This design comes from an exercise in tuning for small area, a short achievable clock period and few clock cycles per item on the open sky130 flow, not from production work. RTL that was checked went through simulation tests only; none was proved equivalent to the original. The RTL of runs 3 and 4 was laid out without a check of its function.

<file path="design.v">
package pe_array_pkg;
    localparam int FEATURE_WD = 8;
    localparam int WEIGHT_WD  = 8;
    localparam int PROD_WD    = FEATURE_WD + WEIGHT_WD;    
    localparam int ACC_WD     = 18;
    localparam int PE_COL_NUM = 4;
    localparam int PE_H_NUM   = 2;     
    localparam int PE_OC_NUM  = 2;
    localparam int PE_GRP_NUM = 2;     
    localparam int TAP_NUM    = 9;
    localparam int TAP_CNT_WD = 4;
    localparam int GRP_W_WD  = PE_OC_NUM * WEIGHT_WD;
    localparam int GRP_IN_WD = PE_H_NUM * PE_COL_NUM * FEATURE_WD + GRP_W_WD;
    localparam int BEAT_WD   = PE_GRP_NUM * GRP_IN_WD + PE_COL_NUM + PE_GRP_NUM;
    localparam int ROW_ACC_WD = PE_COL_NUM * ACC_WD;                         
    localparam int GRP_ACC_WD = PE_OC_NUM * PE_H_NUM * ROW_ACC_WD;           
    localparam int RESULT_WD  = PE_GRP_NUM * GRP_ACC_WD;                     
endpackage
`timescale 1ns/1ps
module pe_ctrl_fsm (
    input  logic clk,
    input  logic rstn,
    input  logic beat_valid,
    input  logic first,         
    input  logic last,          
    input  logic result_ready,
    output logic beat_ready,
    output logic result_valid,
    output logic beat_fire,
    output logic in_hold,       
    output logic acc_clr,       
    output logic acc_hold       
);
    logic done;                 
    logic in_vld;               
    logic in_last;              
    assign acc_hold     = done & ~result_ready;
    assign in_hold      = in_vld & acc_hold;
    assign beat_ready   = ~in_hold;
    assign beat_fire    = beat_valid & beat_ready;
    assign result_valid = done;
    always_ff @(posedge clk or negedge rstn) begin
        if (!rstn) begin
            in_vld  <= 1'b0;
            in_last <= 1'b0;
            acc_clr <= 1'b0;
        end else if (!in_hold) begin
            in_vld  <= beat_fire;
            in_last <= beat_fire & last;
            acc_clr <= beat_fire & first;
        end
    end
    always_ff @(posedge clk or negedge rstn) begin
        if (!rstn) begin
            done <= 1'b0;
        end else if (in_vld & in_last & ~acc_hold) begin
            done <= 1'b1;                  
        end else if (result_ready) begin
            done <= 1'b0;                  
        end
    end
endmodule
`timescale 1ns/1ps
module tap_counter (
    input  logic clk,
    input  logic rstn,
    input  logic beat_fire,
    output logic first,
    output logic last
);
    logic [pe_array_pkg::TAP_CNT_WD-1:0] tap_cnt;
    assign last  = (tap_cnt == pe_array_pkg::TAP_CNT_WD'(pe_array_pkg::TAP_NUM - 1));
    assign first = (tap_cnt == '0);
    always_ff @(posedge clk or negedge rstn) begin
        if (!rstn) begin
            tap_cnt <= '0;
        end else if (beat_fire) begin
            if (last) begin
                tap_cnt <= '0;
            end else begin
                tap_cnt <= tap_cnt + 1'b1;
            end
        end
    end
endmodule
`timescale 1ns/1ps
module pe_row (
    input  logic                                                              clk,
    input  logic                                                              acc_clr,
    input  logic                                                              acc_hold,
    input  logic [pe_array_pkg::PE_COL_NUM*pe_array_pkg::FEATURE_WD-1:0]      features,
    input  logic [3:0]                                                        one,
    input  logic [3:0]                                                        two,
    input  logic [3:0]                                                        neg,
    input  logic [3:0]                                                        nz,
    output logic [pe_array_pkg::ROW_ACC_WD-1:0]                               acc
);
    localparam int COL_NUM = pe_array_pkg::PE_COL_NUM;
    localparam int F_WD    = pe_array_pkg::FEATURE_WD;
    localparam int A_WD    = pe_array_pkg::ACC_WD;
    localparam int SPLIT   = 9;    
    logic [COL_NUM*A_WD-1:0] acc_s;         
    logic [COL_NUM*A_WD-1:0] acc_s_nxt;
    logic [COL_NUM-1:0]      acc_c;         
    logic [COL_NUM-1:0]      acc_c_nxt;
    for (genvar c = 0; c < COL_NUM; c++) begin : g_mac
        pe_mac u_mac (
            .f   (features[F_WD*c +: F_WD]),
            .one (one),
            .two (two),
            .neg (neg),
            .nz  (nz),
            .a   (acc_s[A_WD*c +: A_WD] & ~{A_WD{acc_clr}}),
            .ci  (acc_c[c] & ~acc_clr),
            .s   (acc_s_nxt[A_WD*c +: A_WD]),
            .co  (acc_c_nxt[c])
        );
        assign acc[A_WD*c +: A_WD] = {acc_s[A_WD*c + SPLIT +: A_WD - SPLIT] + (A_WD - SPLIT)'(acc_c[c]),
                                      acc_s[A_WD*c +: SPLIT]};
    end
    always_ff @(posedge clk) begin
        if (!acc_hold) begin
            acc_s <= acc_s_nxt;
            acc_c <= acc_c_nxt;
        end
    end
endmodule
module pe_mac (
    input  logic [7:0]  f,
    input  logic [3:0]  one,
    input  logic [3:0]  two,
    input  logic [3:0]  neg,
    input  logic [3:0]  nz,
    input  logic [17:0] a,
    input  logic        ci,
    output logic        co,
    output logic [17:0] s
);
    logic pp0_0;
    logic pp0_1;
    logic pp0_2;
    logic pp0_3;
    logic pp0_4;
    logic pp0_5;
    logic pp0_6;
    logic pp0_7;
    logic pp0_8;
    logic pp1_0;
    logic pp1_1;
    logic pp1_2;
    logic pp1_3;
    logic pp1_4;
    logic pp1_5;
    logic pp1_6;
    logic pp1_7;
    logic pp1_8;
    logic pp2_0;
    logic pp2_1;
    logic pp2_2;
    logic pp2_3;
    logic pp2_4;
    logic pp2_5;
    logic pp2_6;
    logic pp2_7;
    logic pp2_8;
    logic pp3_0;
    logic pp3_1;
    logic pp3_2;
    logic pp3_3;
    logic pp3_4;
    logic pp3_5;
    logic pp3_6;
    logic pp3_7;
    logic pp3_8;
    logic s0;
    logic c0;
    logic s1;
    logic c1;
    logic s2;
    logic c2;
    logic s3;
    logic c3;
    logic s4;
    logic c4;
    logic s5;
    logic c5;
    logic s6;
    logic c6;
    logic s7;
    logic c7;
    logic s8;
    logic c8;
    logic s9;
    logic c9;
    logic s10;
    logic c10;
    logic s11;
    logic c11;
    logic s12;
    logic c12;
    logic s13;
    logic c13;
    logic s14;
    logic c14;
    logic s15;
    logic c15;
    logic s16;
    logic c16;
    logic s17;
    logic c17;
    logic s18;
    logic c18;
    logic s19;
    logic c19;
    logic s20;
    logic c20;
    logic s21;
    logic c21;
    logic s22;
    logic c22;
    logic s23;
    logic c23;
    logic s24;
    logic c24;
    logic s25;
    logic c25;
    logic s26;
    logic c26;
    logic s27;
    logic c27;
    logic s28;
    logic c28;
    logic s29;
    logic c29;
    logic s30;
    logic c30;
    logic s31;
    logic c31;
    logic s32;
    logic c32;
    logic s33;
    logic c33;
    logic s34;
    logic c34;
    logic s35;
    logic c35;
    logic s36;
    logic c36;
    logic s37;
    logic c37;
    logic s38;
    logic c38;
    logic s39;
    logic c39;
    logic s40;
    logic c40;
    logic s41;
    assign pp0_0 = (one[0] & f[0]) ^ neg[0];
    assign pp0_1 = ((one[0] & f[1]) | (two[0] & f[0])) ^ neg[0];
    assign pp0_2 = ((one[0] & f[2]) | (two[0] & f[1])) ^ neg[0];
    assign pp0_3 = ((one[0] & f[3]) | (two[0] & f[2])) ^ neg[0];
    assign pp0_4 = ((one[0] & f[4]) | (two[0] & f[3])) ^ neg[0];
    assign pp0_5 = ((one[0] & f[5]) | (two[0] & f[4])) ^ neg[0];
    assign pp0_6 = ((one[0] & f[6]) | (two[0] & f[5])) ^ neg[0];
    assign pp0_7 = ((one[0] & f[7]) | (two[0] & f[6])) ^ neg[0];
    assign pp0_8 = ~((nz[0] & f[7]) ^ neg[0]);
    assign pp1_0 = (one[1] & f[0]) ^ neg[1];
    assign pp1_1 = ((one[1] & f[1]) | (two[1] & f[0])) ^ neg[1];
    assign pp1_2 = ((one[1] & f[2]) | (two[1] & f[1])) ^ neg[1];
    assign pp1_3 = ((one[1] & f[3]) | (two[1] & f[2])) ^ neg[1];
    assign pp1_4 = ((one[1] & f[4]) | (two[1] & f[3])) ^ neg[1];
    assign pp1_5 = ((one[1] & f[5]) | (two[1] & f[4])) ^ neg[1];
    assign pp1_6 = ((one[1] & f[6]) | (two[1] & f[5])) ^ neg[1];
    assign pp1_7 = ((one[1] & f[7]) | (two[1] & f[6])) ^ neg[1];
    assign pp1_8 = ~((nz[1] & f[7]) ^ neg[1]);
    assign pp2_0 = (one[2] & f[0]) ^ neg[2];
    assign pp2_1 = ((one[2] & f[1]) | (two[2] & f[0])) ^ neg[2];
    assign pp2_2 = ((one[2] & f[2]) | (two[2] & f[1])) ^ neg[2];
    assign pp2_3 = ((one[2] & f[3]) | (two[2] & f[2])) ^ neg[2];
    assign pp2_4 = ((one[2] & f[4]) | (two[2] & f[3])) ^ neg[2];
    assign pp2_5 = ((one[2] & f[5]) | (two[2] & f[4])) ^ neg[2];
    assign pp2_6 = ((one[2] & f[6]) | (two[2] & f[5])) ^ neg[2];
    assign pp2_7 = ((one[2] & f[7]) | (two[2] & f[6])) ^ neg[2];
    assign pp2_8 = ~((nz[2] & f[7]) ^ neg[2]);
    assign pp3_0 = (one[3] & f[0]) ^ neg[3];
    assign pp3_1 = ((one[3] & f[1]) | (two[3] & f[0])) ^ neg[3];
    assign pp3_2 = ((one[3] & f[2]) | (two[3] & f[1])) ^ neg[3];
    assign pp3_3 = ((one[3] & f[3]) | (two[3] & f[2])) ^ neg[3];
    assign pp3_4 = ((one[3] & f[4]) | (two[3] & f[3])) ^ neg[3];
    assign pp3_5 = ((one[3] & f[5]) | (two[3] & f[4])) ^ neg[3];
    assign pp3_6 = ((one[3] & f[6]) | (two[3] & f[5])) ^ neg[3];
    assign pp3_7 = ((one[3] & f[7]) | (two[3] & f[6])) ^ neg[3];
    assign pp3_8 = ~((nz[3] & f[7]) ^ neg[3]);
    assign s0 = neg[2] ^ pp0_4;
    assign c0 = neg[2] & pp0_4;
    assign s1 = pp0_5 ^ pp1_3;
    assign c1 = pp0_5 & pp1_3;
    assign s2 = neg[3] ^ pp0_6 ^ pp1_4;
    assign c2 = (neg[3] & pp0_6) | (neg[3] & pp1_4) | (pp0_6 & pp1_4);
    assign s3 = pp2_2 ^ pp3_0;
    assign c3 = pp2_2 & pp3_0;
    assign s4 = pp0_7 ^ pp1_5 ^ pp2_3;
    assign c4 = (pp0_7 & pp1_5) | (pp0_7 & pp2_3) | (pp1_5 & pp2_3);
    assign s5 = pp3_1 ^ a[7];
    assign c5 = pp3_1 & a[7];
    assign s6 = 1'b1 ^ pp0_8 ^ pp1_6;
    assign c6 = (1'b1 & pp0_8) | (1'b1 & pp1_6) | (pp0_8 & pp1_6);
    assign s7 = pp2_4 ^ pp3_2 ^ a[8];
    assign c7 = (pp2_4 & pp3_2) | (pp2_4 & a[8]) | (pp3_2 & a[8]);
    assign s8 = 1'b1 ^ pp1_7 ^ pp2_5;
    assign c8 = (1'b1 & pp1_7) | (1'b1 & pp2_5) | (pp1_7 & pp2_5);
    assign s9 = pp3_3 ^ a[9] ^ ci;
    assign c9 = (pp3_3 & a[9]) | (pp3_3 & ci) | (a[9] & ci);
    assign s10 = pp1_8 ^ pp2_6 ^ pp3_4;
    assign c10 = (pp1_8 & pp2_6) | (pp1_8 & pp3_4) | (pp2_6 & pp3_4);
    assign s11 = 1'b1 ^ pp2_7;
    assign c11 = 1'b1 & pp2_7;
    assign s12 = neg[1] ^ pp0_2;
    assign c12 = neg[1] & pp0_2;
    assign s13 = pp0_3 ^ pp1_1;
    assign c13 = pp0_3 & pp1_1;
    assign s14 = pp1_2 ^ pp2_0 ^ a[4];
    assign c14 = (pp1_2 & pp2_0) | (pp1_2 & a[4]) | (pp2_0 & a[4]);
    assign s15 = pp2_1 ^ a[5] ^ c0;
    assign c15 = (pp2_1 & a[5]) | (pp2_1 & c0) | (a[5] & c0);
    assign s16 = a[6] ^ c1 ^ s3;
    assign c16 = (a[6] & c1) | (a[6] & s3) | (c1 & s3);
    assign s17 = c3 ^ c2 ^ s5;
    assign c17 = (c3 & c2) | (c3 & s5) | (c2 & s5);
    assign s18 = c5 ^ c4 ^ s6;
    assign c18 = (c5 & c4) | (c5 & s6) | (c4 & s6);
    assign s19 = c6 ^ s8 ^ c7;
    assign c19 = (c6 & s8) | (c6 & c7) | (s8 & c7);
    assign s20 = a[10] ^ c8 ^ s10;
    assign c20 = (a[10] & c8) | (a[10] & s10) | (c8 & s10);
    assign s21 = pp3_5 ^ a[11] ^ s11;
    assign c21 = (pp3_5 & a[11]) | (pp3_5 & s11) | (a[11] & s11);
    assign s22 = pp2_8 ^ pp3_6 ^ a[12];
    assign c22 = (pp2_8 & pp3_6) | (pp2_8 & a[12]) | (pp3_6 & a[12]);
    assign s23 = 1'b1 ^ pp3_7;
    assign c23 = 1'b1 & pp3_7;
    assign s24 = neg[0] ^ pp0_0;
    assign c24 = neg[0] & pp0_0;
    assign s25 = pp0_1 ^ a[1];
    assign c25 = pp0_1 & a[1];
    assign s26 = pp1_0 ^ a[2] ^ s12;
    assign c26 = (pp1_0 & a[2]) | (pp1_0 & s12) | (a[2] & s12);
    assign s27 = a[3] ^ c12 ^ s13;
    assign c27 = (a[3] & c12) | (a[3] & s13) | (c12 & s13);
    assign s28 = c13 ^ s0 ^ s14;
    assign c28 = (c13 & s0) | (c13 & s14) | (s0 & s14);
    assign s29 = s1 ^ c14 ^ s15;
    assign c29 = (s1 & c14) | (s1 & s15) | (c14 & s15);
    assign s30 = s2 ^ c15 ^ s16;
    assign c30 = (s2 & c15) | (s2 & s16) | (c15 & s16);
    assign s31 = s4 ^ c16 ^ s17;
    assign c31 = (s4 & c16) | (s4 & s17) | (c16 & s17);
    assign s32 = s7 ^ c17 ^ s18;
    assign c32 = (s7 & c17) | (s7 & s18) | (c17 & s18);
    assign s33 = s9 ^ c18 ^ s19;
    assign c33 = (s9 & c18) | (s9 & s19) | (c18 & s19);
    assign s34 = c9 ^ c19 ^ s20;
    assign c34 = (c9 & c19) | (c9 & s20) | (c19 & s20);
    assign s35 = c10 ^ s21 ^ c20;
    assign c35 = (c10 & s21) | (c10 & c20) | (s21 & c20);
    assign s36 = c11 ^ s22 ^ c21;
    assign c36 = (c11 & s22) | (c11 & c21) | (s22 & c21);
    assign s37 = a[13] ^ s23 ^ c22;
    assign c37 = (a[13] & s23) | (a[13] & c22) | (s23 & c22);
    assign s38 = pp3_8 ^ a[14] ^ c23;
    assign c38 = (pp3_8 & a[14]) | (pp3_8 & c23) | (a[14] & c23);
    assign s39 = 1'b1 ^ a[15];
    assign c39 = 1'b1 & a[15];
    assign s40 = 1'b1 ^ a[16];
    assign c40 = 1'b1 & a[16];
    assign s41 = 1'b1 ^ a[17];
    logic [9:0] s_lo;
    assign s_lo = {c31, c30, c29, c28, c27, c26, c25, c24, s24} + {s32, s31, s30, s29, s28, s27, s26, s25, a[0]};
    assign co   = s_lo[9];
    assign s    = {{c40, c39, c38, c37, c36, c35, c34, c33, c32} + {s41, s40, s39, s38, s37, s36, s35, s34, s33}, s_lo[8:0]};
endmodule
`timescale 1ns/1ps
module pe_ic_group (
    input  logic                                clk,
    input  logic                                beat_fire,
    input  logic                                in_hold,
    input  logic                                acc_clr,
    input  logic                                acc_hold,
    input  logic                                grp_vld,
    input  logic [pe_array_pkg::GRP_IN_WD-1:0]  grp_in,
    input  logic [pe_array_pkg::PE_COL_NUM-1:0] col_vld,
    output logic [pe_array_pkg::GRP_ACC_WD-1:0] grp_acc
);
    localparam int OC_NUM  = pe_array_pkg::PE_OC_NUM;
    localparam int H_NUM   = pe_array_pkg::PE_H_NUM;
    localparam int COL_NUM = pe_array_pkg::PE_COL_NUM;
    localparam int F_WD    = pe_array_pkg::FEATURE_WD;
    localparam int W_WD    = pe_array_pkg::WEIGHT_WD;
    localparam int FR_WD   = COL_NUM * F_WD;
    localparam int WS_WD   = pe_array_pkg::GRP_W_WD;
    localparam int ROW_WD  = pe_array_pkg::ROW_ACC_WD;
    logic [H_NUM*FR_WD-1:0] feat_m;
    logic [H_NUM*FR_WD-1:0] feat_q;
    for (genvar h = 0; h < H_NUM; h++) begin : g_fm
        for (genvar c = 0; c < COL_NUM; c++) begin : g_c
            assign feat_m[FR_WD*h + F_WD*c +: F_WD] =
                grp_in[WS_WD + FR_WD*h + F_WD*c +: F_WD] & {F_WD{beat_fire & grp_vld & col_vld[c]}};
        end
    end
    always_ff @(posedge clk) begin
        if (!in_hold) begin
            feat_q <= feat_m;
        end
    end
    for (genvar oc = 0; oc < OC_NUM; oc++) begin : g_oc
        logic [W_WD-1:0] w;
        logic [W_WD:0]   wx;         
        logic [3:0]      one;        
        logic [3:0]      two;        
        logic [3:0]      neg;        
        logic [3:0]      nz;         
        assign w  = grp_in[W_WD*oc +: W_WD];
        assign wx = {w, 1'b0};
        for (genvar k = 0; k < 4; k++) begin : g_booth
            always_ff @(posedge clk) begin
                if (!in_hold) begin
                    one[k] <= wx[2*k+1] ^ wx[2*k];
                    two[k] <= (wx[2*k+2] & ~wx[2*k+1] & ~wx[2*k]) | (~wx[2*k+2] & wx[2*k+1] & wx[2*k]);
                    neg[k] <= wx[2*k+2];
                    nz[k]  <= wx[2*k+1] ^ wx[2*k] | (wx[2*k+2] ^ wx[2*k+1]);
                end
            end
        end
        for (genvar h = 0; h < H_NUM; h++) begin : g_h
            pe_row u_row (
                .clk      (clk),
                .acc_clr  (acc_clr),
                .acc_hold (acc_hold),
                .features (feat_q[FR_WD*h +: FR_WD]),    
                .one      (one),                       
                .two      (two),
                .neg      (neg),
                .nz       (nz),
                .acc      (grp_acc[ROW_WD*(H_NUM*oc + h) +: ROW_WD])
            );
        end
    end
endmodule
`timescale 1ns/1ps
module pe_array_top (
    input  logic                                   clk,
    input  logic                                   rstn,
    input  logic [pe_array_pkg::BEAT_WD-1:0]       beat,
    input  logic                                   beat_valid,
    output logic                                   beat_ready,
    output logic [pe_array_pkg::RESULT_WD-1:0]     result,
    output logic                                   result_valid,
    input  logic                                   result_ready
);
    localparam int GRP_NUM = pe_array_pkg::PE_GRP_NUM;
    localparam int COL_NUM = pe_array_pkg::PE_COL_NUM;
    localparam int IN_WD   = pe_array_pkg::GRP_IN_WD;
    localparam int ACC_WD  = pe_array_pkg::GRP_ACC_WD;
    logic beat_fire;
    logic in_hold;
    logic acc_clr;
    logic acc_hold;
    logic first;
    logic last;
    pe_ctrl_fsm u_ctrl (
        .clk          (clk),
        .rstn         (rstn),
        .beat_valid   (beat_valid),
        .first        (first),
        .last         (last),
        .result_ready (result_ready),
        .beat_ready   (beat_ready),
        .result_valid (result_valid),
        .beat_fire    (beat_fire),
        .in_hold      (in_hold),
        .acc_clr      (acc_clr),
        .acc_hold     (acc_hold)
    );
    tap_counter u_tap (
        .clk       (clk),
        .rstn      (rstn),
        .beat_fire (beat_fire),
        .first     (first),
        .last      (last)
    );
    for (genvar g = 0; g < GRP_NUM; g++) begin : g_grp
        pe_ic_group u_grp (
            .clk       (clk),
            .beat_fire (beat_fire),
            .in_hold   (in_hold),
            .acc_clr   (acc_clr),
            .acc_hold  (acc_hold),
            .grp_vld   (beat[g]),
            .grp_in    (beat[GRP_NUM + COL_NUM + IN_WD*g +: IN_WD]),
            .col_vld   (beat[GRP_NUM +: COL_NUM]),    
            .grp_acc   (result[ACC_WD*g +: ACC_WD])
        );
    end
endmodule
</file>
<file path="constraint.sdc">
create_clock -name core_clock -period 7.5 [get_ports {clk}]
set_input_delay 1.5000 -clock core_clock [delete_from_list [all_inputs] [get_ports {clk}]]
set_output_delay 1.5000 -clock core_clock [all_outputs]
set_load 0.01 [all_outputs]
</file>
<file path="run.sh">
#!/bin/bash
# synth_recipe.tcl (not shown) runs the flow's synth.tcl, then flattens the netlist and writes it again
# the make line also repeats each setting of config.mk as NAME=value (left out here)
make -C /OpenROAD-flow-scripts/flow DESIGN_CONFIG=/design/flow/config.mk WORK_HOME=/design/flow/orfs CLKGATE_MAP_FILE= SYNTH_SCRIPT=/design/flow/synth_recipe.tcl finish
</file>
<file path="config.mk">
export PLATFORM = sky130hd
export DESIGN_NAME = pe_array_top
export DESIGN_NICKNAME = pe_array_top
export VERILOG_FILES = /design/flow/design.v
export SDC_FILE = /design/flow/constraint.sdc
export NUM_CORES = 4
export LEC_CHECK = 0
export CAP_MARGIN = 20
export CORE_MARGIN = 2
export CORE_UTILIZATION = 40
export SETUP_SLACK_MARGIN = 2.5
export SLEW_MARGIN = 20
</file>
==> results of run 1 <==
## kinds of logic (layout without fill, tap and decap cells)
| logic type | after synthesis | in the layout | synth area share, % |
|---|---|---|---|
| AOI/OAI and AO/OA | 1859 | 1859 | 12.7 |
| and+or+nand+nor | 1763 | 1763 | 9.14 |
| buffers and inverters | 2155 | 2324 | 9.13 |
| xor gates and xnor gates | 1818 | 1818 | 15.6 |
| muxes | 15 | 15 | 0.165 |
| other | 0 | 7 | 0 |
| adders and majority gates | 1864 | 1864 | 29.6 |
| DFF | 808 | 808 | 23.7 |
## area by class of cell
class	instances	area, um2	area share [%]
flip-flops and latches	808	24200	21.2
clock inverters	75	706	0.616
inverters	1200	4510	3.94
clock buffers	127	2820	2.46
repair buffers	922	9250	8.08
diodes	7	17.5	0.0153
well taps	3366	4210	3.68
multi-input cells	7319	68800	60.1
## per-stage QoR
| step | area [um2] | std cells |
|---|---|---|
| 2_1_floorplan | 102000 | 10282 |
| 3_3_place_gp | 111000 | 13587 |
| 3_5_place_dp | 111000 | 13587 |
| 4_1_cts | 114000 | 13790 |
| 5_1_grt | 114000 | 13818 |
| 6_report | 115000 | 13824 |
## flip-flops by register name, indices dropped and copies added, names as in the netlist
| register | flops |
|---|---|
| u_ctrl.in_last | 1 |
| g_grp.u_grp.g_oc.nz | 16 |
| u_ctrl.in_vld | 1 |
| u_ctrl.acc_clr | 1 |
| g_grp.u_grp.g_oc.two | 16 |
| g_grp.u_grp.g_oc.g_h.u_row.acc_c | 32 |
| u_ctrl.done | 1 |
| g_grp.u_grp.g_oc.neg | 16 |
| g_grp.u_grp.feat_q | 128 |
| g_grp.u_grp.g_oc.one | 16 |
| g_grp.u_grp.g_oc.g_h.u_row.acc_s | 576 |
| u_tap.tap_cnt | 4 |
## cells in the mapped netlist, types with 15 or more instances
cell type	n	area (um2)
or2_2	16	100
clkbuf_1	442	1660
and3_1	49	307
and2_1	171	1070
xnor2_1	1345	11800
o21ai_0	106	531
nor3_1	48	240
ha_1	936	11700
a31oi_1	17	106
o22ai_1	20	125
buf_1	88	330
o21a_1	60	450
inv_1	1196	4490
nand4_1	69	432
a211oi_1	59	443
nor2b_1	264	1650
a311o_1	16	160
a21oi_2	16	140
nand3_1	179	896
o21bai_1	92	691
nor2_1	264	991
edfxtp_1	800	24000
a41o_1	17	170
nand2b_1	373	2330
xor2_1	473	4140
nand2_1	316	1190
buf_2	127	636
fa_1	928	18600
a21o_1	206	1550
buf_4	288	2160
mux2_2	15	169
a21oi_1	318	1590
a22oi_1	896	6730
## critical path: stages (launching register included)
cell,delay [ps]
edfxtp_1,1130
a22oi_1,180
xor2_1,230
fa_1,490
fa_1,470
fa_1,510
inv_1,50
ha_1,220
fa_1,420
a21oi_1,230
nor2_1,90
a31oi_1,270
a21oi_1,130
xnor2_1,140
## worst max-delay path by stage
stage	endpoint	slack (ps)	cells after the start
final	g_grp[1].u_grp.g_oc[1].g_h[0].u_row.acc_s[53]	2680	13
after global routing	g_grp[0].u_grp.g_oc[1].g_h[1].u_row.acc_s[17]	2490	14
after detailed placement	g_grp[0].u_grp.g_oc[0].g_h[1].u_row.acc_s[71]	2470	14
after global placement	g_grp[0].u_grp.g_oc[0].g_h[1].u_row.acc_s[71]	2530	14
after CTS	g_grp[0].u_grp.g_oc[1].g_h[0].u_row.acc_s[35]	2510	14
after floorplan	g_grp[0].u_grp.g_oc[0].g_h[0].u_row.acc_c[0]	1290	1
## layer usage
metal / global-route usage (%) / up-vias / part of all wire [%]
li1: - / 34271 / -
met3: 4.12 / 519 / 7.6
met2: 38.5 / 2890 / 44
met4: 13.4 / 8 / 5.9
met1: 33.5 / 38459 / 42
met5: 0 / - / 0.015
## repair_timing
action | in CTS | in global routing
endpoints found under the hold margin | 0 | 0
resized for setup | 2 | 10
hold buffers | 0 | 0
setup endpoints to repair | 2 | 52
buffers inserted | 1 | 24
==> summary.txt, run 1 <==
Floorplanning
  • Die W: 510 um
  • Core ar.: 254,000 um2
  • Die area: 260,000 um2
  • I/O pin count: 748
  • Initial Utilization: 40.3%
  • # rows: 185
  • Chip Height: 510 um

Drt
  • Iter 0 DRT Violations: 6,440
  • Routed WL: 330 mm
  • DRC Markers: 0
  • Remaining antenna violation count: 0
  • Routed via count: 76,147
  • Vias per cell: 5.51
  • Mean routed wirelength per cell: 23.8 um
  • Drt pass-1 iters: 6

Worst hold path
  • Worst Hold Path Cells: 2
  • Min-Delay Endpoint: u_ctrl.done
  • Worst min path class: flop to flop
  • Worst hold start: u_ctrl.in_last

Placed design
  • Detailed placement HPWL: 247 mm
  • Port buffer count: 747
  • Place WS: 2470 ps
  • RD Place Congestion: 0.916

Global route
  • Vias in the first global route: 78,977
  • Total track usage: 25.0%
  • Congestion Overflow GR: 0
  • Largest net degree at the start of global routing: 164
  • First-pass GRT wire length: 492 mm
  • Initial antenna violation count: 32

Clock network
  • CTS Buf Count: 109
  • Clk sinks: 808
  • H-tree levels: 3
  • CTS tree: built
  • Clk buf depth: 3
  • Clock-pin slew on the worst setup and hold paths: 60 ps
  • Worst-Skew Late Latency: 780 ps
  • Clock Tree Root: clkbuf_16

Cells and area
  • Number of nets in the layout: 12,394
  • Core Util, Final: 45.1%
  • Share of layout cells above drive strength 1: 3.90%
  • Fill cells: 23,917
  • Most common cell after layout, fill and taps aside: xnor2_1
  • P&R area growth vs syn: 11.9%
  • Highest-count cells in the layout ignoring fill and taps: 1,345 x xnor2_1, 1,196 x inv_1, 936 x ha_1

STA
  • RSZ-0062 raised after global routing: yes
  • Hold Slack: 492 ps
  • Max_slew headroom: 18.8%
  • Hold Fails Final Rpt: 0
  • Period minus WS final: 4820 ps
  • Setup TNS: 0 ps
  • Worst Tran Pin Value: 1220 ps
  • Final setup violating endpoints: 0
  • Post-route setup slack: 2680 ps
  • Max Clock Skew: 29.0 ps
  • Fmax: 208 MHz
  • Count of pins over their slew limit: 0
  • Final Cycle Share: 64.3%

Logic synthesis
  • Most used DFF post-synth: edfxtp_1
  • Syn nets: 12,316
  • Syn. warnings: 4
  • Seq cells post-synth: 808
  • Post-synth EDFFs: 800
  • Unique cell type count in the Yosys netlist: 56
  • Post-synth ARST share: 0.990%
  • Area of the mapped netlist: 102,000 um2
  • Syn Inst Count: 10,282
  • Syn_area_per_cell: 9.95 um2
  • Post-synthesis sequential area ratio: 23.7%

Critical path
  • Reg-to-Reg End: g_grp[1].u_grp.g_oc[1].g_h[0].u_row.acc_s[53]
  • Setup crit start: g_grp[1].u_grp.feat_q[19]
  • WP data required: 8020 ps
  • Arrival time worst endpoint: 5340 ps
  • Crit end category: flop
  • R2r worst-path depth: 13
  • Reg-to-reg slack, setup: 2680 ps
  • Worst Path Class, Setup: flop to flop
  • Crit-path max FO: 16
  • Worst setup SP type: flop
  • RR Startpoint: g_grp[1].u_grp.feat_q[19]

Run status
  • Status: timing/DRC/antenna clean

Flow run
  • Max-cap viol count: 0
Testbench counts, summed over its fixed seeds: cycles 10,816, rows 1,200.
==> inputs of run 2 (changes only) <==
==> flow/run.sh (new file) <==
#!/bin/bash
# Own flow: the standard layout (standard.sh, unchanged synthesis and
# steps), with the port buffers that global placement inserts made of
# sky130_fd_sc_hd__buf_1 instead of the default delay-buffer cell. Every
# input and output port still gets its own buffer.
set -euo pipefail
echo "export BUFFER_PORTS_ARGS = -buffer_cell sky130_fd_sc_hd__buf_1" >> config.mk
bash standard.sh finish > standard.log 2>&1
==> standard.sh (new file) <==
#!/bin/bash
# synth_recipe.tcl (not shown) runs the flow's synth.tcl, then flattens the netlist and writes it again
# the make line also repeats each setting of config.mk as NAME=value (left out here)
make -C /OpenROAD-flow-scripts/flow DESIGN_CONFIG=/design/flow/config.mk WORK_HOME=/design/flow/orfs CLKGATE_MAP_FILE= SYNTH_SCRIPT=/design/flow/synth_recipe.tcl "${@:-finish}"
--- a/config.mk
+++ b/config.mk
@@ -10,3 +10,4 @@
 export CORE_UTILIZATION = 40
 export SETUP_SLACK_MARGIN = 2.5
 export SLEW_MARGIN = 20
+export BUFFER_PORTS_ARGS = -buffer_cell sky130_fd_sc_hd__buf_1
removed: run.sh
==> summary.txt, run 2 <==
Run status
  • Status: timing/DRC/antenna clean

Floorplanning
  • Chip Height: 510 um
  • Die area: 260,000 um2
  • Core ar.: 254,000 um2
  • I/O pin count: 748
  • Die W: 510 um
  • # rows: 185
  • Initial Utilization: 40.3%

Clock network
  • Clock-pin slew on the worst setup and hold paths: 60 ps
  • Worst-Skew Late Latency: 800 ps
  • CTS Buf Count: 109
  • H-tree levels: 3
  • Clk sinks: 808
  • Clk buf depth: 3
  • CTS tree: built
  • Hold_buf cts: 0
  • Clock Tree Root: clkbuf_16

Drt
  • Iter 0 DRT Violations: 6,784
  • Routed WL: 332 mm
  • Remaining antenna violation count: 0
  • Drt pass-1 iters: 8
  • Mean routed wirelength per cell: 24.0 um
  • Vias per cell: 5.55
  • DRC Markers: 0
  • Routed via count: 76,833

Cells and area
  • Most common cell after layout, fill and taps aside: xnor2_1
  • P&R area growth vs syn: 7.63%
  • Number of nets in the layout: 12,412
  • Share of layout cells above drive strength 1: 4.21%
  • Core Util, Final: 43.3%
  • Fill cells: 24,347
  • Largest registers: g_grp.u_grp.g_oc.g_h.u_row.acc_s (576), g_grp.u_grp.feat_q (128), g_grp.u_grp.g_oc.g_h.u_row.acc_c (32)
  • Max reg flops: 576
  • Reg with most FFs: g_grp.u_grp.g_oc.g_h.u_row.acc_s
  • Highest-count cells in the layout ignoring fill and taps: 1,345 x xnor2_1, 1,196 x inv_1, 936 x ha_1
  • Final instance area: 110,000 um2

Critical path
  • Reg-to-reg slack, setup: 2650 ps
  • Reg-to-Reg End: g_grp[0].u_grp.g_oc[0].g_h[1].u_row.acc_s[71]
  • Slowest CP cell: edfxtp_1
  • Worst Path Class, Setup: flop to flop
  • Setup crit start: g_grp[0].u_grp.feat_q[57]
  • Arrival time worst endpoint: 5360 ps
  • Crit end category: flop
  • Delay-heaviest family, CP: adder cells
  • CP dominant cell by count: fa_1
  • WP data required: 8010 ps
  • Worst path bufs/invs: 1
  • Crit path cell chain: a22oi_1 -> xnor2_1 -> fa_1 -> fa_1 -> fa_1 -> inv_1 -> ha_1 -> fa_1 -> a21o_1 -> a21oi_1 -> o21ai_0 -> a21oi_1 -> xor2_1
  • Crit path depth: 13
  • R2r worst-path depth: 13
  • Worst setup SP type: flop
  • Crit path largest cell delay: 1040 ps
  • Crit-path max FO: 16
  • Crit path capture: g_grp[0].u_grp.g_oc[0].g_h[1].u_row.acc_s[71]
  • RR Startpoint: g_grp[0].u_grp.feat_q[57]

Global route
  • Vias in the first global route: 78,878
  • Initial antenna violation count: 27
  • Congestion Overflow GR: 0
  • Largest net degree at the start of global routing: 154
  • First-pass GRT wire length: 494 mm
  • Total track usage: 25.0%

Logic synthesis
  • Post-synth EDFFs: 800
  • Most used DFF post-synth: edfxtp_1
  • Area of the mapped netlist: 102,000 um2
  • Yosys top cell area share: 23.5%
  • Area leader, netlist: edfxtp_1
  • Post-synth ARST share: 0.990%
  • Syn_area_per_cell: 9.95 um2
  • Syn Inst Count: 10,282
  • Synth top area cells: edfxtp_1 23%, fa_1 18%, xnor2_1 12%
  • Post-synth top cells: 1,345 x xnor2_1, 1,196 x inv_1, 936 x ha_1
  • Syn. warnings: 4
  • Post-synthesis sequential area ratio: 23.7%
  • Syn nets: 12,316
  • Top-count cell post-synth: xnor2_1
  • Seq cells post-synth: 808
  • Unique cell type count in the Yosys netlist: 56

STA
  • Fmax: 206 MHz
  • Period minus WS final: 4850 ps
  • Count of pins over their slew limit: 0
  • Max Clock Skew: 40.0 ps
  • Worst Tran Pin Value: 1210 ps
  • RSZ-0062 raised after global routing: yes
  • Final setup violating endpoints: 0
  • Hold Fails Final Rpt: 0
  • Setup TNS: 0 ps
  • Post-route setup slack: 2650 ps
  • Final Cycle Share: 64.6%
  • Max_slew headroom: 19.5%

Placed design
  • RD Place Congestion: 0.938
  • Port buffer count: 747
  • Detailed placement HPWL: 247 mm
  • Place WS: 2410 ps
  • Area post-placement: 106,000 um2

Worst hold path
  • Worst min path class: flop to flop

Flow run
  • Max-cap viol count: 0
[run 2: cell types whose count changed in the layout (fill, tap and decap cells not counted), moves of 2 or more]
cell | previous run | this run
buf_6 | 12 | 7
clkinv_2 | 20 | 24
bufinv_16 | 10 | 15
clkdlybuf4s50_1 | 747 | 0
buf_1 | 0 | 747
clkinv_4 | 2 | 8
buf_4 | 129 | 150
buf_12 | 29 | 31
clkbuf_1 | 17 | 8
diode_2 | 7 | 9
clkinv_1 | 24 | 15
clkinv_8 | 3 | 1
[run 2: timing repair]
action / in CTS / in global routing
setup buffers: 5 / 37
setup endpoints to repair: 6 / 43
hold endpoints to repair: 0 / 0
gates resized for setup: 0 / 15
[run 2: routing by layer]
layer  track usage, %  share of wire, %  vias up  routed length [um]
met2             37.3                43     3206              143000
met5                0             0.019        -                  62
li1                 -                 -    34309                   -
met3             4.86               8.3      610               27500
met1             33.9                42    38700              140000
met4             14.3               6.4        8               21100
[run 2: layout make-up]
cell class	instances	area (um2)	area share [%]
flip-flops and latches	808	24200	22.0
multi-input cells	7319	68800	62.4
well taps	3366	4210	3.82
diodes	9	22.5	0.0204
inverters	1200	4510	4.10
repair buffers	940	4730	4.29
clock inverters	80	871	0.791
clock buffers	119	2800	2.54
[run 2: cell families after synthesis]
logic type                 after synthesis  synth area share [%]
buffers and inverters                 2155                  9.13
adders and majority gates             1864                  29.6
AOI/OAI and AO/OA                     1859                  12.7
xor gates and xnor gates              1818                  15.6
and+or+nand+nor                       1763                  9.14
DFF                                    808                  23.7
muxes                                   15                 0.165
[run 2: how the worst min path moves through the flow]
stage,to,startpoint,cells after the start
finish,u_ctrl.done,u_ctrl.in_last,2
detailed placement,u_ctrl.done,u_ctrl.in_last,2
floorplan,u_ctrl.done,u_ctrl.in_last,2
global route,u_ctrl.done,u_ctrl.in_last,2
CTS,u_ctrl.done,u_ctrl.in_last,2
global placement,u_ctrl.done,u_ctrl.in_last,2
[run 2: tightest hold or removal path, cell delays in order (launching register included)]
cell and delay (ps):
dfrtp_1 350, nand2_1 60, nand2_1 60
[run 2: stage by stage]
stage / std cells / hold WS [ps]
after CTS: 13792 / 501
after global routing: 13836 / 535
after global placement: 13587 / 472
final: 13841 / 497
after floorplan: 10282 / 450
after detailed placement: 13588 / 469
==> inputs of run 3 (changes only) <==
--- a/design.v
+++ b/design.v
@@ -291,84 +291,49 @@
     assign pp3_6 = ((one[3] & f[6]) | (two[3] & f[5])) ^ neg[3];
     assign pp3_7 = ((one[3] & f[7]) | (two[3] & f[6])) ^ neg[3];
     assign pp3_8 = ~((nz[3] & f[7]) ^ neg[3]);
-    assign s0 = neg[2] ^ pp0_4;
-    assign c0 = neg[2] & pp0_4;
-    assign s1 = pp0_5 ^ pp1_3;
-    assign c1 = pp0_5 & pp1_3;
-    assign s2 = neg[3] ^ pp0_6 ^ pp1_4;
-    assign c2 = (neg[3] & pp0_6) | (neg[3] & pp1_4) | (pp0_6 & pp1_4);
-    assign s3 = pp2_2 ^ pp3_0;
-    assign c3 = pp2_2 & pp3_0;
-    assign s4 = pp0_7 ^ pp1_5 ^ pp2_3;
-    assign c4 = (pp0_7 & pp1_5) | (pp0_7 & pp2_3) | (pp1_5 & pp2_3);
-    assign s5 = pp3_1 ^ a[7];
-    assign c5 = pp3_1 & a[7];
+    pe_ha u_ha0 (.a(neg[2]), .b(pp0_4), .s(s0), .co(c0));
+    pe_ha u_ha1 (.a(pp0_5), .b(pp1_3), .s(s1), .co(c1));
+    pe_fa u_fa2 (.a(neg[3]), .b(pp0_6), .c(pp1_4), .s(s2), .co(c2));
+    pe_ha u_ha3 (.a(pp2_2), .b(pp3_0), .s(s3), .co(c3));
+    pe_fa u_fa4 (.a(pp0_7), .b(pp1_5), .c(pp2_3), .s(s4), .co(c4));
+    pe_ha u_ha5 (.a(pp3_1), .b(a[7]), .s(s5), .co(c5));
     assign s6 = 1'b1 ^ pp0_8 ^ pp1_6;
     assign c6 = (1'b1 & pp0_8) | (1'b1 & pp1_6) | (pp0_8 & pp1_6);
-    assign s7 = pp2_4 ^ pp3_2 ^ a[8];
-    assign c7 = (pp2_4 & pp3_2) | (pp2_4 & a[8]) | (pp3_2 & a[8]);
+    pe_fa u_fa7 (.a(pp2_4), .b(pp3_2), .c(a[8]), .s(s7), .co(c7));
     assign s8 = 1'b1 ^ pp1_7 ^ pp2_5;
     assign c8 = (1'b1 & pp1_7) | (1'b1 & pp2_5) | (pp1_7 & pp2_5);
-    assign s9 = pp3_3 ^ a[9] ^ ci;
-    assign c9 = (pp3_3 & a[9]) | (pp3_3 & ci) | (a[9] & ci);
-    assign s10 = pp1_8 ^ pp2_6 ^ pp3_4;
-    assign c10 = (pp1_8 & pp2_6) | (pp1_8 & pp3_4) | (pp2_6 & pp3_4);
+    pe_fa u_fa9 (.a(pp3_3), .b(a[9]), .c(ci), .s(s9), .co(c9));
+    pe_fa u_fa10 (.a(pp1_8), .b(pp2_6), .c(pp3_4), .s(s10), .co(c10));
     assign s11 = 1'b1 ^ pp2_7;
     assign c11 = 1'b1 & pp2_7;
-    assign s12 = neg[1] ^ pp0_2;
-    assign c12 = neg[1] & pp0_2;
-    assign s13 = pp0_3 ^ pp1_1;
-    assign c13 = pp0_3 & pp1_1;
-    assign s14 = pp1_2 ^ pp2_0 ^ a[4];
-    assign c14 = (pp1_2 & pp2_0) | (pp1_2 & a[4]) | (pp2_0 & a[4]);
-    assign s15 = pp2_1 ^ a[5] ^ c0;
-    assign c15 = (pp2_1 & a[5]) | (pp2_1 & c0) | (a[5] & c0);
-    assign s16 = a[6] ^ c1 ^ s3;
-    assign c16 = (a[6] & c1) | (a[6] & s3) | (c1 & s3);
-    assign s17 = c3 ^ c2 ^ s5;
-    assign c17 = (c3 & c2) | (c3 & s5) | (c2 & s5);
-    assign s18 = c5 ^ c4 ^ s6;
-    assign c18 = (c5 & c4) | (c5 & s6) | (c4 & s6);
-    assign s19 = c6 ^ s8 ^ c7;
-    assign c19 = (c6 & s8) | (c6 & c7) | (s8 & c7);
-    assign s20 = a[10] ^ c8 ^ s10;
-    assign c20 = (a[10] & c8) | (a[10] & s10) | (c8 & s10);
-    assign s21 = pp3_5 ^ a[11] ^ s11;
-    assign c21 = (pp3_5 & a[11]) | (pp3_5 & s11) | (a[11] & s11);
-    assign s22 = pp2_8 ^ pp3_6 ^ a[12];
-    assign c22 = (pp2_8 & pp3_6) | (pp2_8 & a[12]) | (pp3_6 & a[12]);
+    pe_ha u_ha12 (.a(neg[1]), .b(pp0_2), .s(s12), .co(c12));
+    pe_ha u_ha13 (.a(pp0_3), .b(pp1_1), .s(s13), .co(c13));
+    pe_fa u_fa14 (.a(pp1_2), .b(pp2_0), .c(a[4]), .s(s14), .co(c14));
+    pe_fa u_fa15 (.a(pp2_1), .b(a[5]), .c(c0), .s(s15), .co(c15));
+    pe_fa u_fa16 (.a(a[6]), .b(c1), .c(s3), .s(s16), .co(c16));
+    pe_fa u_fa17 (.a(c3), .b(c2), .c(s5), .s(s17), .co(c17));
+    pe_fa u_fa18 (.a(c5), .b(c4), .c(s6), .s(s18), .co(c18));
+    pe_fa u_fa19 (.a(c6), .b(s8), .c(c7), .s(s19), .co(c19));
+    pe_fa u_fa20 (.a(a[10]), .b(c8), .c(s10), .s(s20), .co(c20));
+    pe_fa u_fa21 (.a(pp3_5), .b(a[11]), .c(s11), .s(s21), .co(c21));
+    pe_fa u_fa22 (.a(pp2_8), .b(pp3_6), .c(a[12]), .s(s22), .co(c22));
     assign s23 = 1'b1 ^ pp3_7;
     assign c23 = 1'b1 & pp3_7;
-    assign s24 = neg[0] ^ pp0_0;
-    assign c24 = neg[0] & pp0_0;
-    assign s25 = pp0_1 ^ a[1];
-    assign c25 = pp0_1 & a[1];
-    assign s26 = pp1_0 ^ a[2] ^ s12;
-    assign c26 = (pp1_0 & a[2]) | (pp1_0 & s12) | (a[2] & s12);
-    assign s27 = a[3] ^ c12 ^ s13;
-    assign c27 = (a[3] & c12) | (a[3] & s13) | (c12 & s13);
-    assign s28 = c13 ^ s0 ^ s14;
-    assign c28 = (c13 & s0) | (c13 & s14) | (s0 & s14);
-    assign s29 = s1 ^ c14 ^ s15;
-    assign c29 = (s1 & c14) | (s1 & s15) | (c14 & s15);
-    assign s30 = s2 ^ c15 ^ s16;
-    assign c30 = (s2 & c15) | (s2 & s16) | (c15 & s16);
-    assign s31 = s4 ^ c16 ^ s17;
-    assign c31 = (s4 & c16) | (s4 & s17) | (c16 & s17);
-    assign s32 = s7 ^ c17 ^ s18;
-    assign c32 = (s7 & c17) | (s7 & s18) | (c17 & s18);
-    assign s33 = s9 ^ c18 ^ s19;
-    assign c33 = (s9 & c18) | (s9 & s19) | (c18 & s19);
-    assign s34 = c9 ^ c19 ^ s20;
-    assign c34 = (c9 & c19) | (c9 & s20) | (c19 & s20);
-    assign s35 = c10 ^ s21 ^ c20;
-    assign c35 = (c10 & s21) | (c10 & c20) | (s21 & c20);
-    assign s36 = c11 ^ s22 ^ c21;
-    assign c36 = (c11 & s22) | (c11 & c21) | (s22 & c21);
-    assign s37 = a[13] ^ s23 ^ c22;
-    assign c37 = (a[13] & s23) | (a[13] & c22) | (s23 & c22);
-    assign s38 = pp3_8 ^ a[14] ^ c23;
-    assign c38 = (pp3_8 & a[14]) | (pp3_8 & c23) | (a[14] & c23);
+    pe_ha u_ha24 (.a(neg[0]), .b(pp0_0), .s(s24), .co(c24));
+    pe_ha u_ha25 (.a(pp0_1), .b(a[1]), .s(s25), .co(c25));
+    pe_fa u_fa26 (.a(pp1_0), .b(a[2]), .c(s12), .s(s26), .co(c26));
+    pe_fa u_fa27 (.a(a[3]), .b(c12), .c(s13), .s(s27), .co(c27));
+    pe_fa u_fa28 (.a(c13), .b(s0), .c(s14), .s(s28), .co(c28));
+    pe_fa u_fa29 (.a(s1), .b(c14), .c(s15), .s(s29), .co(c29));
+    pe_fa u_fa30 (.a(s2), .b(c15), .c(s16), .s(s30), .co(c30));
+    pe_fa u_fa31 (.a(s4), .b(c16), .c(s17), .s(s31), .co(c31));
+    pe_fa u_fa32 (.a(s7), .b(c17), .c(s18), .s(s32), .co(c32));
+    pe_fa u_fa33 (.a(s9), .b(c18), .c(s19), .s(s33), .co(c33));
+    pe_fa u_fa34 (.a(c9), .b(c19), .c(s20), .s(s34), .co(c34));
+    pe_fa u_fa35 (.a(c10), .b(s21), .c(c20), .s(s35), .co(c35));
+    pe_fa u_fa36 (.a(c11), .b(s22), .c(c21), .s(s36), .co(c36));
+    pe_fa u_fa37 (.a(a[13]), .b(s23), .c(c22), .s(s37), .co(c37));
+    pe_fa u_fa38 (.a(pp3_8), .b(a[14]), .c(c23), .s(s38), .co(c38));
     assign s39 = 1'b1 ^ a[15];
     assign c39 = 1'b1 & a[15];
     assign s40 = 1'b1 ^ a[16];
@@ -379,6 +344,25 @@
     assign co   = s_lo[9];
     assign s    = {{c40, c39, c38, c37, c36, c35, c34, c33, c32} + {s41, s40, s39, s38, s37, s36, s35, s34, s33}, s_lo[8:0]};
 endmodule
+module pe_fa (
+    input  logic a,
+    input  logic b,
+    input  logic c,
+    output logic s,
+    output logic co
+);
+    assign s  = a ^ b ^ c;
+    assign co = (a & b) | (a & c) | (b & c);
+endmodule
+module pe_ha (
+    input  logic a,
+    input  logic b,
+    output logic s,
+    output logic co
+);
+    assign s  = a ^ b;
+    assign co = a & b;
+endmodule
 `timescale 1ns/1ps
 module pe_ic_group (
     input  logic                                clk,
--- a/config.mk
+++ b/config.mk
@@ -10,4 +10,6 @@
 export CORE_UTILIZATION = 40
 export SETUP_SLACK_MARGIN = 2.5
 export SLEW_MARGIN = 20
+export SYNTH_HIERARCHICAL = 1
+export SYNTH_MINIMUM_KEEP_SIZE = 0
 export BUFFER_PORTS_ARGS = -buffer_cell sky130_fd_sc_hd__buf_1
==> summary.txt, run 3 <==
STA
  • Period minus WS final: 4820 ps
  • Fmax: 208 MHz
  • Post-route setup slack: 2680 ps
  • Max_slew headroom: 25.2%
  • Worst Tran Pin Value: 1120 ps
  • Max Clock Skew: 93.7 ps
  • Final setup violating endpoints: 0
  • Final Cycle Share: 64.2%
  • Count of pins over their slew limit: 0
  • Hold Fails Final Rpt: 0
  • RSZ-0062 raised after global routing: no
  • Setup TNS: 0 ps

Logic synthesis
  • Post-synth EDFFs: 800
  • Syn_area_per_cell: 10.5 um2
  • Post-synth top cells: 1,480 x xnor2_1, 954 x ha_1, 928 x fa_1
  • Synth top area cells: edfxtp_1 24%, fa_1 19%, xnor2_1 13%
  • Syn. warnings: 10
  • Post-synthesis sequential area ratio: 24.1%
  • Area leader, netlist: edfxtp_1
  • Syn Inst Count: 9,530
  • Yosys top cell area share: 23.9%
  • Most used DFF post-synth: edfxtp_1
  • Post-synth ARST share: 0.990%
  • Unique cell type count in the Yosys netlist: 53
  • Top-count cell post-synth: xnor2_1
  • Area of the mapped netlist: 100,000 um2
  • Seq cells post-synth: 808
  • Syn nets: 11,582

Cells and area
  • Number of nets in the layout: 11,694
  • Core Util, Final: 43.2%
  • Reg with most FFs: g_grp.u_grp.g_oc.g_h.u_row.acc_s
  • Max reg flops: 576
  • Share of layout cells above drive strength 1: 5.32%
  • Highest-count cells in the layout ignoring fill and taps: 1,480 x xnor2_1, 954 x ha_1, 928 x fa_1
  • Most common cell after layout, fill and taps aside: xnor2_1
  • Non-Filler Instances: 13,068
  • P&R area growth vs syn: 7.35%
  • Fill cells: 23,677
  • Largest registers: g_grp.u_grp.g_oc.g_h.u_row.acc_s (576), g_grp.u_grp.feat_q (128), g_grp.u_grp.g_oc.g_h.u_row.acc_c (32)

Global route
  • First-pass GRT wire length: 475 mm
  • Total track usage: 24.2%
  • Congestion Overflow GR: 0
  • Largest net degree at the start of global routing: 140
  • Initial antenna violation count: 20
  • Vias in the first global route: 76,339

Clock network
  • CTS tree: built
  • Clock Tree Root: clkbuf_16
  • Hold_buf cts: 0
  • H-tree levels: 3
  • CTS Buf Count: 108
  • Clk sinks: 808
  • Worst-Skew Late Latency: 800 ps
  • Clk buf depth: 3
  • Clock-pin slew on the worst setup and hold paths: 70 ps

Floorplanning
  • # rows: 183
  • Initial Utilization: 40.3%
  • Die W: 505 um
  • Core ar.: 249,000 um2
  • I/O pin count: 748
  • Die area: 255,000 um2
  • Chip Height: 505 um

Critical path
  • Crit-path max FO: 40
  • Crit path largest cell delay: 840 ps
  • Delay-heaviest family, CP: adder cells
  • CP dominant cell by count: fa_1
  • Worst setup SP type: flop
  • RR Startpoint: g_grp[1].u_grp.g_oc[0].one[2]
  • Slowest CP cell: edfxtp_1
  • Arrival time worst endpoint: 5350 ps
  • Setup crit start: g_grp[1].u_grp.g_oc[0].one[2]
  • Crit path cell chain: buf_12 -> a22oi_1 -> xnor2_1 -> fa_1 -> fa_1 -> fa_1 -> ha_1 -> fa_1 -> a21o_1 -> a2111oi_4 -> o21bai_2 -> a21oi_2 -> xnor2_1
  • Crit end category: flop
  • WP data required: 8030 ps
  • Worst path bufs/invs: 1
  • Worst Path Class, Setup: flop to flop

Drt
  • Routed WL: 315 mm
  • Drt pass-1 iters: 5
  • Mean routed wirelength per cell: 24.1 um
  • DRC Markers: 0
  • Remaining antenna violation count: 0
  • Routed via count: 72,956
  • Vias per cell: 5.58
  • Iter 0 DRT Violations: 5,788

Worst hold path
  • Worst hold start: u_ctrl.in_last
  • Worst min path class: flop to flop

Placed design
  • Port buffer count: 747
  • Placed cell count: 12,836
  • RD Place Congestion: 0.928
  • Place WS: 2410 ps
  • Detailed placement HPWL: 231 mm

Flow run
  • Max-cap viol count: 0

Run status
  • Status: timing/DRC/antenna clean
[run 3: changes by cell type after synthesis, moves of 64 or more]
cell      previous run  this run
and2_1             171        33
nand2b_1           373         2
inv_1             1196       611
a21o_1             206        97
and3_1              49       168
buf_1               88         0
clkbuf_1           442       544
nand2_1            316       407
buf_2              127        40
nor2b_1            264       588
nor2_1             264       192
o211ai_1             0        64
xnor2_1           1345      1480
xor2_1             473       388
[run 3: worst reg2reg max path, stage by stage (launching register included)]
cell and delay, ps:
edfxtp_1 840, buf_12 330, a22oi_1 170, xnor2_1 200, fa_1 490, fa_1 540, fa_1 430, ha_1 230
fa_1 410, a21o_1 240, a2111oi_4 360, o21bai_2 110, a21oi_2 160, xnor2_1 80
[run 3: kinds of logic after synthesis]
family	synth area share (%)
AOI/OAI and AO/OA	12.2
xor gates and xnor gates	16.3
adders and majority gates	30.4
buffers and inverters	6.90
DFF	24.1
muxes	0.155
and+or+nand+nor	9.86
[run 3: final cells by class]
cell class | instances | area (um2) | share of cell area, %
multi-input combinational | 7225 | 69200 | 64.2
sequential | 808 | 24200 | 22.5
timing repair buffer | 888 | 4190 | 3.89
tap | 3330 | 4170 | 3.87
clock buffer | 130 | 2830 | 2.63
inverter | 611 | 2310 | 2.14
clock inverter | 69 | 787 | 0.731
antenna | 7 | 17.5 | 0.0163
[run 3: what timing repair did]
action,4_1_cts,5_1_grt
setup buffers,4,22
resized for setup,0,7
setup endpoints to repair,7,30
[run 3: worst paths after layout]
path | end | slack [ps] | cells after the start
worst min-delay path | u_ctrl.done | 510 | 1
worst max register to register | g_grp[1].u_grp.g_oc[0].g_h[1].u_row.acc_s[71] | 2680 | 13
max in group asynchronous | u_ctrl.acc_clr | 6430 | 1
min in group asynchronous | u_ctrl.in_last | 720 | 1
worst max-delay path | g_grp[1].u_grp.g_oc[0].g_h[1].u_row.acc_s[71] | 2680 | 13
worst min register to register | u_ctrl.done | 510 | 1
[run 3: Yosys stat by module, one instance, submodules excluded, a selection]
module       flops+latches  times used  cells  cell area (um2)
pe_ctrl_fsm              4           1     16              189
pe_mac                   0          32    179             1340
pe_fa                    0         864      1             20.0
pe_row                  76           8    274             3620
pe_ha                    0         256      1             12.5
tap_counter              4           1     24              226
pe_ic_group             96           2    225             3830
[run 3: layer usage]
layer  GRT usage [%]  vias to the layer above  routed length (um)
li1                -                    32763                   -
met1            30.1                    36736              124000
met2            39.0                     2908              144000
met3            5.90                      539               27900
met4            12.7                       10               18700
met5               0                        -                  71
[run 3: metrics by stage]
step | cell area [um2] | hold slack [ps]
after floorplan | 100000 | 461
after global placement | 104000 | 470
after detailed placement | 104000 | 490
after CTS | 107000 | 506
after global routing | 108000 | 532
final | 108000 | 506
==> inputs of run 4 (changes only) <==
--- a/config.mk
+++ b/config.mk
@@ -8,7 +8,7 @@
 export CAP_MARGIN = 20
 export CORE_MARGIN = 2
 export CORE_UTILIZATION = 40
-export SETUP_SLACK_MARGIN = 2.5
+export SETUP_SLACK_MARGIN = 3.0
 export SLEW_MARGIN = 20
 export SYNTH_HIERARCHICAL = 1
 export SYNTH_MINIMUM_KEEP_SIZE = 0
==> summary.txt, run 4 <==
Clock network
  • Clock-pin slew on the worst setup and hold paths: 70 ps
  • Clk sinks: 808
  • CTS Buf Count: 108
  • Clock Tree Root: clkbuf_16
  • CTS tree: built
  • Hold_buf cts: 0
  • Worst-Skew Late Latency: 790 ps
  • H-tree levels: 3
  • Clk buf depth: 3

STA
  • RSZ-0062 raised after global routing: yes
  • Setup TNS: 0 ps
  • Max Clock Skew: 63.4 ps
  • Max_slew headroom: 28.3%
  • Final setup violating endpoints: 0
  • Final Cycle Share: 59.0%
  • Worst Tran Pin Value: 1070 ps
  • Hold Fails Final Rpt: 0
  • Hold Slack: 492 ps
  • Count of pins over their slew limit: 0
  • Fmax: 226 MHz
  • Period minus WS final: 4420 ps

Floorplanning
  • I/O pin count: 748
  • Initial Utilization: 40.3%
  • Die W: 505 um
  • Die area: 255,000 um2
  • Chip Height: 505 um
  • # rows: 183
  • Core ar.: 249,000 um2

Logic synthesis
  • Syn nets: 11,582
  • Top-count cell post-synth: xnor2_1
  • Syn. warnings: 10
  • Post-synth EDFFs: 800
  • Post-synthesis sequential area ratio: 24.1%
  • Post-synth top cells: 1,480 x xnor2_1, 954 x ha_1, 928 x fa_1
  • Synth top area cells: edfxtp_1 24%, fa_1 19%, xnor2_1 13%
  • Unique cell type count in the Yosys netlist: 53
  • Area of the mapped netlist: 100,000 um2
  • Area leader, netlist: edfxtp_1
  • Syn Inst Count: 9,530
  • Yosys top cell area share: 23.9%
  • Post-synth ARST share: 0.990%
  • Most used DFF post-synth: edfxtp_1
  • Seq cells post-synth: 808
  • Syn_area_per_cell: 10.5 um2

Drt
  • Vias per cell: 5.64
  • Mean routed wirelength per cell: 24.7 um
  • Remaining antenna violation count: 0
  • Iter 0 DRT Violations: 7,048
  • Routed via count: 76,099
  • Drt pass-1 iters: 7
  • Routed WL: 334 mm
  • DRC Markers: 0

Cells and area
  • Highest-count cells in the layout ignoring fill and taps: 1,479 x xnor2_1, 954 x ha_1, 923 x fa_1
  • Non-Filler Instances: 13,497
  • Core Util, Final: 45.3%
  • Share of layout cells above drive strength 1: 9.45%
  • Largest registers: g_grp.u_grp.g_oc.g_h.u_row.acc_s (576), g_grp.u_grp.feat_q (128), g_grp.u_grp.g_oc.g_h.u_row.acc_c (32)
  • P&R area growth vs syn: 12.4%
  • Reg with most FFs: g_grp.u_grp.g_oc.g_h.u_row.acc_s
  • Number of nets in the layout: 12,131
  • Most common cell after layout, fill and taps aside: xnor2_1
  • Max reg flops: 576

Critical path
  • RR Startpoint: g_grp[1].u_grp.g_oc[1].one[2]
  • Worst setup SP type: flop
  • Worst Path Class, Setup: flop to flop
  • Crit-path max FO: 32
  • WP data required: 8000 ps
  • Reg-to-reg slack, setup: 3080 ps
  • Arrival time worst endpoint: 4930 ps
  • Crit end category: flop
  • Reg-to-Reg End: g_grp[1].u_grp.g_oc[1].g_h[1].u_row.acc_s[71]
  • R2r worst-path depth: 13

Global route
  • Total track usage: 24.8%
  • First-pass GRT wire length: 484 mm
  • Largest net degree at the start of global routing: 107
  • Congestion Overflow GR: 0
  • Vias in the first global route: 77,819
  • Initial antenna violation count: 18

Placed design
  • Port buffer count: 747
  • RD Place Congestion: 0.921
  • Placed cell count: 12,830
  • Detailed placement HPWL: 230 mm

Run status
  • Status: timing/DRC/antenna clean

Worst hold path
  • Worst Hold Path Cells: 1
  • Min-Delay Endpoint: u_ctrl.done
  • Worst hold start: u_ctrl.in_last
  • Worst min path class: flop to flop

Flow run
  • Max-cap viol count: 0
==> run 4: modules after synthesis (local to each module, per instance), a selection <==
module       cells inside  flip-flops and latches  area, um2
pe_mac                179                       0       1340
pe_row                274                      76       3620
tap_counter            24                       4        226
pe_ctrl_fsm            16                       4        189
pe_ha                   1                       0       12.5
pe_fa                   1                       0       20.0
pe_ic_group           225                      96       3830
==> run 4: worst max-delay path, cell delays in order (launching register included) <==
cell and delay, ps:
edfxtp_1 450, buf_8 290, a22oi_1 160, xnor2_1 210, fa_1 480, fa_1 520
fa_1 430, ha_1 230, fa_1 410, a21o_1 240, a2111oi_4 360, o21bai_2 100
a21oi_2 160, xnor2_1 90
==> run 4: how the worst max path moves through the flow <==
stage | startpoint | end | slack, ps | cells after the start
after detailed placement | g_grp[1].u_grp.g_oc[1].neg[1] | g_grp[1].u_grp.g_oc[1].g_h[0].u_row.acc_s[17] | 2530 | 12
final | g_grp[1].u_grp.g_oc[1].one[2] | g_grp[1].u_grp.g_oc[1].g_h[1].u_row.acc_s[71] | 3080 | 13
after floorplan | g_grp[0].u_grp.g_oc[0].two[3] | g_grp[0].u_grp.g_oc[0].g_h[0].u_row.acc_s[17] | 2880 | 12
after global routing | g_grp[1].u_grp.g_oc[1].one[2] | g_grp[1].u_grp.g_oc[1].g_h[1].u_row.acc_s[71] | 2980 | 13
after CTS | g_grp[0].u_grp.g_oc[1].nz[1] | g_grp[0].u_grp.g_oc[1].g_h[1].u_row.acc_s[71] | 2950 | 11
after global placement | g_grp[0].u_grp.g_oc[1].one[3] | g_grp[0].u_grp.g_oc[1].g_h[1].u_row.acc_s[71] | 2600 | 13
==> run 4: logic make-up (layout without fill, tap and decap cells) <==
logic type               count (synthesis)  count (layout)  synth area share, %
other                                    0              10                    0
AND/OR/NAND/NOR                       1821            1821                 9.86
XOR/XNOR                              1868            1868                 16.3
AO/OA/AOI/OAI                         1640            1640                 12.2
multiplexers                            14              14                0.155
flip-flops                             808             808                 24.1
buffers and inverters                 1497            2124                 6.90
adder cells (fa/ha/maj)               1882            1882                 30.4
==> run 4: area by class of cell <==
| type | instances | area [um2] |
|---|---|---|
| Sequential cell | 808 | 24200 |
| Clock buffer | 134 | 2870 |
| Multi-Input combinational cell | 7225 | 69300 |
| Clock inverter | 54 | 566 |
| Timing Repair Buffer | 1325 | 9330 |
| Inverter | 611 | 2310 |
| Tap cell | 3330 | 4170 |
| Antenna cell | 10 | 25.0 |
| Fill cell | 23201 | 136000 |
==> run 4: repair_timing <==
item,CTS,global route
setup endpoints to repair,100,35
cloned,0,25
pin swaps,0,9
endpoints found under the hold margin,0,0
setup buffers,316,127
gates resized for setup,47,122
==> run 4: routing by layer <==
| metal | GRT usage, % | wire (um) | vias up |
|---|---|---|---|
| met5 | 0 | 33 | - |
| met4 | 14.2 | 22700 | 6 |
| met3 | 5.85 | 33300 | 675 |
| met2 | 39.0 | 148000 | 3542 |
| met1 | 31.2 | 129000 | 38205 |
| li1 | - | - | 33671 |
==> run 4: stage by stage <==
stage	instance area [um2]	setup WS, ps
after CTS	111000	2950
final	113000	3080
after global placement	104000	2600
after floorplan	100000	2880
after global routing	113000	2980
after detailed placement	104000	2530

re-timing with driven ports:
No port has a modelled driver above. Below, the same layouts with a new extraction and two added sets of constraints.
Step 1 (the two cells are an assumption about what drives the block):
set clk [get_ports {clk}]
set_driving_cell -lib_cell sky130_fd_sc_hd__clkbuf_16 $clk
set_driving_cell -lib_cell sky130_fd_sc_hd__buf_2 [delete_from_list [all_inputs] $clk]
Step 2 adds t to the input delays and takes it off the output delays; t is the mean of the earliest and latest rising clock arrival at the registers after step 1. Input paths then give back, and output paths get back, about the clock's delay inside the block.
a / b / c = no drivers / after step 1 / after step 2; a / b = the first two.
run | shift t [ns] | setup WS [ns] | worst setup path at the end | worst data-port slew with drivers (ns)
run 1 | 0.853 | 2.681 / 2.659 / 2.681 | register to register | 0.11
run 2 | 0.873 | 2.653 / 2.653 / 2.653 | register to register | 0.11
run 3 | 0.849 | 2.682 / 2.682 / 2.682 | register to register | 0.16
run 4 | 0.854 | 3.077 / 3.077 / 3.077 | register to register | 0.18
After both steps every run listed still meets setup and hold.
